This design comes from an exercise in tuning for small area and a short achievable clock period on the open sky130 flow, not from production work. At most, simulation tests tie the RTL to the original design; equivalence was not proved.

main:
==> flow/design.v <==
package wlcPkg;
    localparam logic [2:0] FmtUnknown = 3'd0;
    localparam logic [2:0] FmtCompute = 3'd1;
    localparam logic [2:0] FmtMemory  = 3'd2;
    localparam logic [2:0] FmtControl = 3'd3;
    localparam logic [2:0] FmtMixed   = 3'd4;
    localparam logic [2:0] FmtIdle    = 3'd5;
    localparam logic [6:0] OpAluReg = 7'b0110011;   
    localparam logic [6:0] OpAluImm = 7'b0010011;
    localparam logic [6:0] OpLoad   = 7'b0000011;   
    localparam logic [6:0] OpStore  = 7'b0100011;
    localparam logic [6:0] OpBranch = 7'b1100011;   
    localparam logic [6:0] OpJal    = 7'b1101111;
    localparam logic [6:0] OpJalr   = 7'b1100111;
    localparam int DefWindowLen     = 16;
    localparam int DefIdleLimit     = 24;
    localparam int DefFifoDepth     = 4;
    localparam int DefConfThreshold = 4;
    localparam int EntryW = 25;
endpackage
module opcodeWindow (
    input  logic                        clk,
    input  logic                        reset,
    input  logic [7:0]                  instr,
    input  logic                        creditReturn,
    output logic [wlcPkg::EntryW-1:0]   pushData,
    output logic                        push,
    output logic                        noCredits,
    output logic [15:0]                 droppedWindows
);
    logic       valid;
    logic [6:0] opcode;
    logic       isCompute, isMem, isControl;
    logic       ended;         
    logic [3:0] total;         
    logic [3:0] totalEff;
    logic [4:0] idleSeq;       
    logic [2:0] credits;
    logic       vCompute, vMem, vControl;    
    logic windowFull, idleFire, windowEnd, canSend;
    assign valid  = instr[7];
    assign opcode = instr[6:0];
    assign isCompute = (opcode == wlcPkg::OpAluReg) || (opcode == wlcPkg::OpAluImm);
    assign isMem     = (opcode == wlcPkg::OpLoad) || (opcode == wlcPkg::OpStore);
    assign isControl = (opcode == wlcPkg::OpBranch) || (opcode == wlcPkg::OpJal) ||
                       (opcode == wlcPkg::OpJalr);
    assign totalEff   = ended ? 4'd0 : total;
    assign windowFull = valid && (totalEff == 4'd15);
    assign idleFire   = !valid && (idleSeq == 5'd31);
    assign windowEnd  = windowFull || idleFire;
    assign canSend    = (credits != 3'd0);
    assign noCredits  = !canSend;
    always_ff @(posedge clk) begin
        if (!reset) begin
            ended          <= 1'b1;
            idleSeq        <= 5'd8;
            credits        <= 3'd4;
            push           <= 1'b0;
            droppedWindows <= '0;
        end else begin
            ended   <= windowEnd;
            if (valid) begin
                idleSeq <= 5'd8;
            end else if (idleSeq != 5'd0) begin
                idleSeq <= idleSeq + 5'd1;
            end
            credits <= credits - 3'(windowEnd && canSend) + 3'(creditReturn);
            push    <= windowEnd && canSend;
            if (windowEnd && !canSend) begin
                droppedWindows <= droppedWindows + 16'd1;
            end
        end
    end
    logic [7:0] computeY, memY, controlY;
    logic       computeOdd, memOdd, controlOdd;
    logic [7:0] computeYInc, memYInc, controlYInc;
    logic [7:0] computeYNext, memYNext, controlYNext;
    logic       computeOddNext, memOddNext, controlOddNext;
    assign computeYInc = computeY + (vCompute ? {4'd0, 3'b110, computeOdd} : 8'd0);
    assign memYInc     = memY + (vMem ? {4'd0, 3'b110, memOdd} : 8'd0);
    assign controlYInc = controlY + (vControl ? {4'd0, 3'b110, controlOdd} : 8'd0);
    assign computeYNext   = ended ? 8'd0 : computeYInc;
    assign memYNext       = ended ? 8'd0 : memYInc;
    assign controlYNext   = ended ? 8'd0 : controlYInc;
    assign computeOddNext = !ended && (computeOdd ^ vCompute);
    assign memOddNext     = !ended && (memOdd ^ vMem);
    assign controlOddNext = !ended && (controlOdd ^ vControl);
    logic [7:0]  divY;
    logic        divOdd;
    logic [7:0]  dividendLow;
    logic [3:0]  remCur;
    logic [4:0]  rem2;
    logic        qBit;
    logic [3:0]  rem;
    logic [22:0] quot;
    logic [23:0] tolls;
    always_comb begin
        case (idleSeq[4:3])
            2'd1:    begin divY = computeYNext; divOdd = computeOddNext; end
            2'd2:    begin divY = memYNext;     divOdd = memOddNext;     end
            default: begin divY = controlYNext; divOdd = controlOddNext; end
        endcase
    end
    assign dividendLow = {divY[3:0], divOdd, 3'd0};
    assign remCur   = (idleSeq[2:0] == 3'd0) ? divY[7:4] : rem;
    assign rem2     = {remCur, dividendLow[3'd7 - idleSeq[2:0]]};
    assign qBit     = (totalEff != 4'd0) && (rem2 >= 5'(totalEff));
    assign tolls    = {quot, qBit};
    always_ff @(posedge clk) begin
        total      <= totalEff + 4'(valid);
        vCompute   <= valid && isCompute;
        vMem       <= valid && isMem;
        vControl   <= valid && isControl;
        computeOdd <= computeOddNext;
        memOdd     <= memOddNext;
        controlOdd <= controlOddNext;
        if (idleFire) begin
            computeY <= tolls[23:16];
            memY     <= tolls[15:8];
            controlY <= tolls[7:0];
        end else begin
            computeY <= computeYNext;
            memY     <= memYNext;
            controlY <= controlYNext;
        end
        rem  <= qBit ? 4'(rem2 - 5'(totalEff)) : rem2[3:0];
        quot <= tolls[22:0];
    end
    assign pushData = {computeYInc, memYInc, controlYInc, !idleSeq[3]};
endmodule
module summaryFifo (
    input  logic                        clk,
    input  logic                        reset,
    input  logic                        push,
    input  logic [wlcPkg::EntryW-1:0]   pushData,
    input  logic                        pop,
    input  logic                        noCredits,
    output logic [wlcPkg::EntryW-1:0]   headData,
    output logic                        headValid,
    output logic                        creditReturn
);
    logic [wlcPkg::EntryW-1:0] mem [4];
    logic [1:0] rdPtr;
    logic [1:0] wrPtr;
    assign headData  = mem[rdPtr];
    assign headValid = (rdPtr != wrPtr) || (noCredits && !push && !creditReturn);
    always_ff @(posedge clk) begin
        if (!reset) begin
            rdPtr        <= '0;
            wrPtr        <= '0;
            creditReturn <= 1'b0;
        end else begin
            creditReturn <= pop;
            if (push) wrPtr <= wrPtr + 2'd1;
            if (pop)  rdPtr <= rdPtr + 2'd1;
        end
    end
    always_ff @(posedge clk) begin
        if (push) begin
            mem[wrPtr] <= pushData;
        end
    end
endmodule
module formatDecider (
    input  logic                        clk,
    input  logic                        reset,
    input  logic [wlcPkg::EntryW-1:0]   headData,
    input  logic                        headValid,
    input  logic                        resultReady,
    output logic                        pop,
    output logic [30:0]                 result,
    output logic                        resultValid,
    output logic                        classificationValid,
    output logic [15:0]                 classificationCount
);
    logic [7:0] computeToll, memToll, controlToll;
    logic       idle;
    logic [1:0] busyClasses;
    logic [2:0] nextFormat;
    logic [3:0] baseConf;
    logic [3:0] nextConf;
    logic [2:0] format;
    logic [3:0] confidence;
    assign {computeToll, memToll, controlToll, idle} = headData;
    assign format     = result[30:28];
    assign confidence = result[27:24];
    assign busyClasses = 2'(computeToll > 8'd50) + 2'(memToll > 8'd50) +
                         2'(controlToll > 8'd50);
    always_comb begin
        if (idle) begin
            nextFormat = wlcPkg::FmtIdle;
            baseConf   = 4'd8;
        end else if (computeToll > 8'd150) begin
            nextFormat = wlcPkg::FmtCompute;
            baseConf   = 4'd7;
        end else if (memToll > 8'd150) begin
            nextFormat = wlcPkg::FmtMemory;
            baseConf   = 4'd7;
        end else if (controlToll > 8'd150) begin
            nextFormat = wlcPkg::FmtControl;
            baseConf   = 4'd7;
        end else if (busyClasses >= 2'd2) begin
            nextFormat = wlcPkg::FmtMixed;
            baseConf   = 4'd6;
        end else begin
            nextFormat = wlcPkg::FmtUnknown;
            baseConf   = 4'd4;
        end
    end
    always_comb begin
        if (nextFormat == format && nextFormat != wlcPkg::FmtUnknown) begin
            nextConf = (confidence > 4'd13) ? 4'd15 : confidence + 4'd2;
        end else begin
            nextConf = baseConf;
        end
    end
    assign pop = headValid && (!resultValid || resultReady);
    always_ff @(posedge clk) begin
        if (!reset) begin
            result              <= '0;
            resultValid         <= 1'b0;
            classificationValid <= 1'b0;
            classificationCount <= '0;
        end else begin
            if (pop) begin
                result              <= {nextFormat, nextConf, computeToll, memToll, controlToll};
                resultValid         <= 1'b1;
                classificationValid <= (nextFormat != wlcPkg::FmtUnknown);
                classificationCount <= classificationCount + 16'd1;
            end else if (resultReady) begin
                resultValid <= 1'b0;
            end
        end
    end
endmodule
module wlcTop #(
    parameter int WindowLen     = wlcPkg::DefWindowLen,
    parameter int IdleLimit     = wlcPkg::DefIdleLimit,
    parameter int FifoDepth     = wlcPkg::DefFifoDepth,
    parameter int ConfThreshold = wlcPkg::DefConfThreshold
) (
    input  logic                 clk,
    input  logic                 reset,
    input  logic [7:0]           instr,    
    input  logic                 resultReady,
    output logic [30:0]          result,   
    output logic                 resultValid,
    output logic                 classificationValid,
    output logic [15:0]          classificationCount,
    output logic [15:0]          droppedWindows
);
    logic [wlcPkg::EntryW-1:0] pushData;
    logic [wlcPkg::EntryW-1:0] headData;
    logic push;
    logic headValid;
    logic pop;
    logic creditReturn;
    logic noCredits;
    opcodeWindow u_window (
        .clk            (clk),
        .reset          (reset),
        .instr          (instr),
        .creditReturn   (creditReturn),
        .pushData       (pushData),
        .push           (push),
        .noCredits      (noCredits),
        .droppedWindows (droppedWindows)
    );
    summaryFifo u_fifo (
        .clk          (clk),
        .reset        (reset),
        .push         (push),
        .pushData     (pushData),
        .pop          (pop),
        .noCredits    (noCredits),
        .headData     (headData),
        .headValid    (headValid),
        .creditReturn (creditReturn)
    );
    formatDecider u_decider (
        .clk                 (clk),
        .reset               (reset),
        .headData            (headData),
        .headValid           (headValid),
        .resultReady         (resultReady),
        .pop                 (pop),
        .result              (result),
        .resultValid         (resultValid),
        .classificationValid (classificationValid),
        .classificationCount (classificationCount)
    );
endmodule
clock: 45.0 ns
lec_check: 0
cap_margin: 20
core_margin: 2
core_utilization: 65
slew_margin: 20
standard.sh (not shown) runs the stock make flow with config.mk's settings and CLKGATE_MAP_FILE= SYNTH_SCRIPT=/design/flow/synth_recipe.tcl, a recipe that flattens the netlist after the stock synthesis.
==> flow/flow/run.sh <==
#!/bin/bash
# Standard layout, with plain buf_1 cells as the port buffers and a clock tree
# of fewer, larger leaf clusters without dummy loads.
set -euo pipefail
bash standard.sh \
  "BUFFER_PORTS_ARGS=-buffer_cell sky130_fd_sc_hd__buf_1" \
  "CTS_ARGS=-sink_clustering_enable -repair_clock_nets -buf_list sky130_fd_sc_hd__clkbuf_8 -sink_clustering_size 20 -sink_clustering_max_diameter 50 -dont_use_dummy_load" \
  SETUP_SLACK_MARGIN=34.9 \
  finish > standard.log 2>&1
Relative to main, the following input files were edited for the feature branch:
diff --git a/flow/design.v b/flow/design.v
--- a/flow/design.v
+++ b/flow/design.v
@@ -49,8 +49,11 @@
     assign idleFire   = !valid && (idleSeq == 5'd31);
     assign windowEnd  = windowFull || idleFire;
     assign canSend    = (credits != 3'd0);
     assign noCredits  = !canSend;
+    logic [2:0] creditsKeep, creditsSend;
+    assign creditsKeep = credits + 3'(creditReturn);
+    assign creditsSend = credits - 3'(!creditReturn);
     always_ff @(posedge clk) begin
         if (!reset) begin
             ended          <= 1'b1;
             idleSeq        <= 5'd8;
@@ -63,9 +66,9 @@
                 idleSeq <= 5'd8;
             end else if (idleSeq != 5'd0) begin
                 idleSeq <= idleSeq + 5'd1;
             end
-            credits <= credits - 3'(windowEnd && canSend) + 3'(creditReturn);
+            credits <= (windowEnd && canSend) ? creditsSend : creditsKeep;
             push    <= windowEnd && canSend;
             if (windowEnd && !canSend) begin
                 droppedWindows <= droppedWindows + 16'd1;
             end
@@ -106,9 +109,9 @@
     assign rem2     = {remCur, dividendLow[3'd7 - idleSeq[2:0]]};
     assign qBit     = (totalEff != 4'd0) && (rem2 >= 5'(totalEff));
     assign tolls    = {quot, qBit};
     always_ff @(posedge clk) begin
-        total      <= totalEff + 4'(valid);
+        total      <= valid ? totalEff + 4'd1 : totalEff;
         vCompute   <= valid && isCompute;
         vMem       <= valid && isMem;
         vControl   <= valid && isControl;
         computeOdd <= computeOddNext;
==> summary.txt <==
- main: full flow OK, the timing, DRC and antenna checks passed
- No stage failed in the feature branch, and the final checks on the layout all came back clean.
- Cmp main and the feature branch / combined global-route utilization of all metal layers / higher: the feature branch
- Looking at first-iteration DRC count across both flows, the feature branch is the weaker of the two, with main ahead.
- [compare] base=main new=the feature branch: compound-cell area share of the yosys netlist shrank by 0.65 points; routed wire length neither gained nor lost much.
- The feature branch vs main: placed instance area down slightly
- Worst hold-check slack: the feature branch vs main down 0.012 ns
- Critical path depth, main and the feature branch, lower one = the feature branch.
No functional check of the RTL was part of main.

## afterwards: timing with drivers on the ports
No port has a modelled driver above. Below, the same layouts with a new extraction and two added sets of constraints. Step 1 assumes that a clkbuf_16 drives the clock port and a buf_2 every other input. Step 2 times the ports against the registers' clock, not the clock port: input delays grow and output delays shrink by t, the midpoint of the rising clock arrivals with the driver on. Slacks: ideal ports / drivers / drivers and shift; pairs: ideal ports / drivers.
run | t (ns) | slack for setup (ns) | worst setup path at the end | clock arrival spread, ns | pins driven straight from the clock port
main | 0.545 | 34.648 / 34.654 / 34.108 | input to register | 0.076 / 0.077 | 1
the feature branch | 0.549 | 34.718 / 34.704 / 34.155 | input to register | 0.051 / 0.052 | 1
After both steps setup and hold are still met in every run listed. The setup slack of the feature branch, which loses most, moves by -0.014 ns with the drivers and by -0.563 ns with both steps.
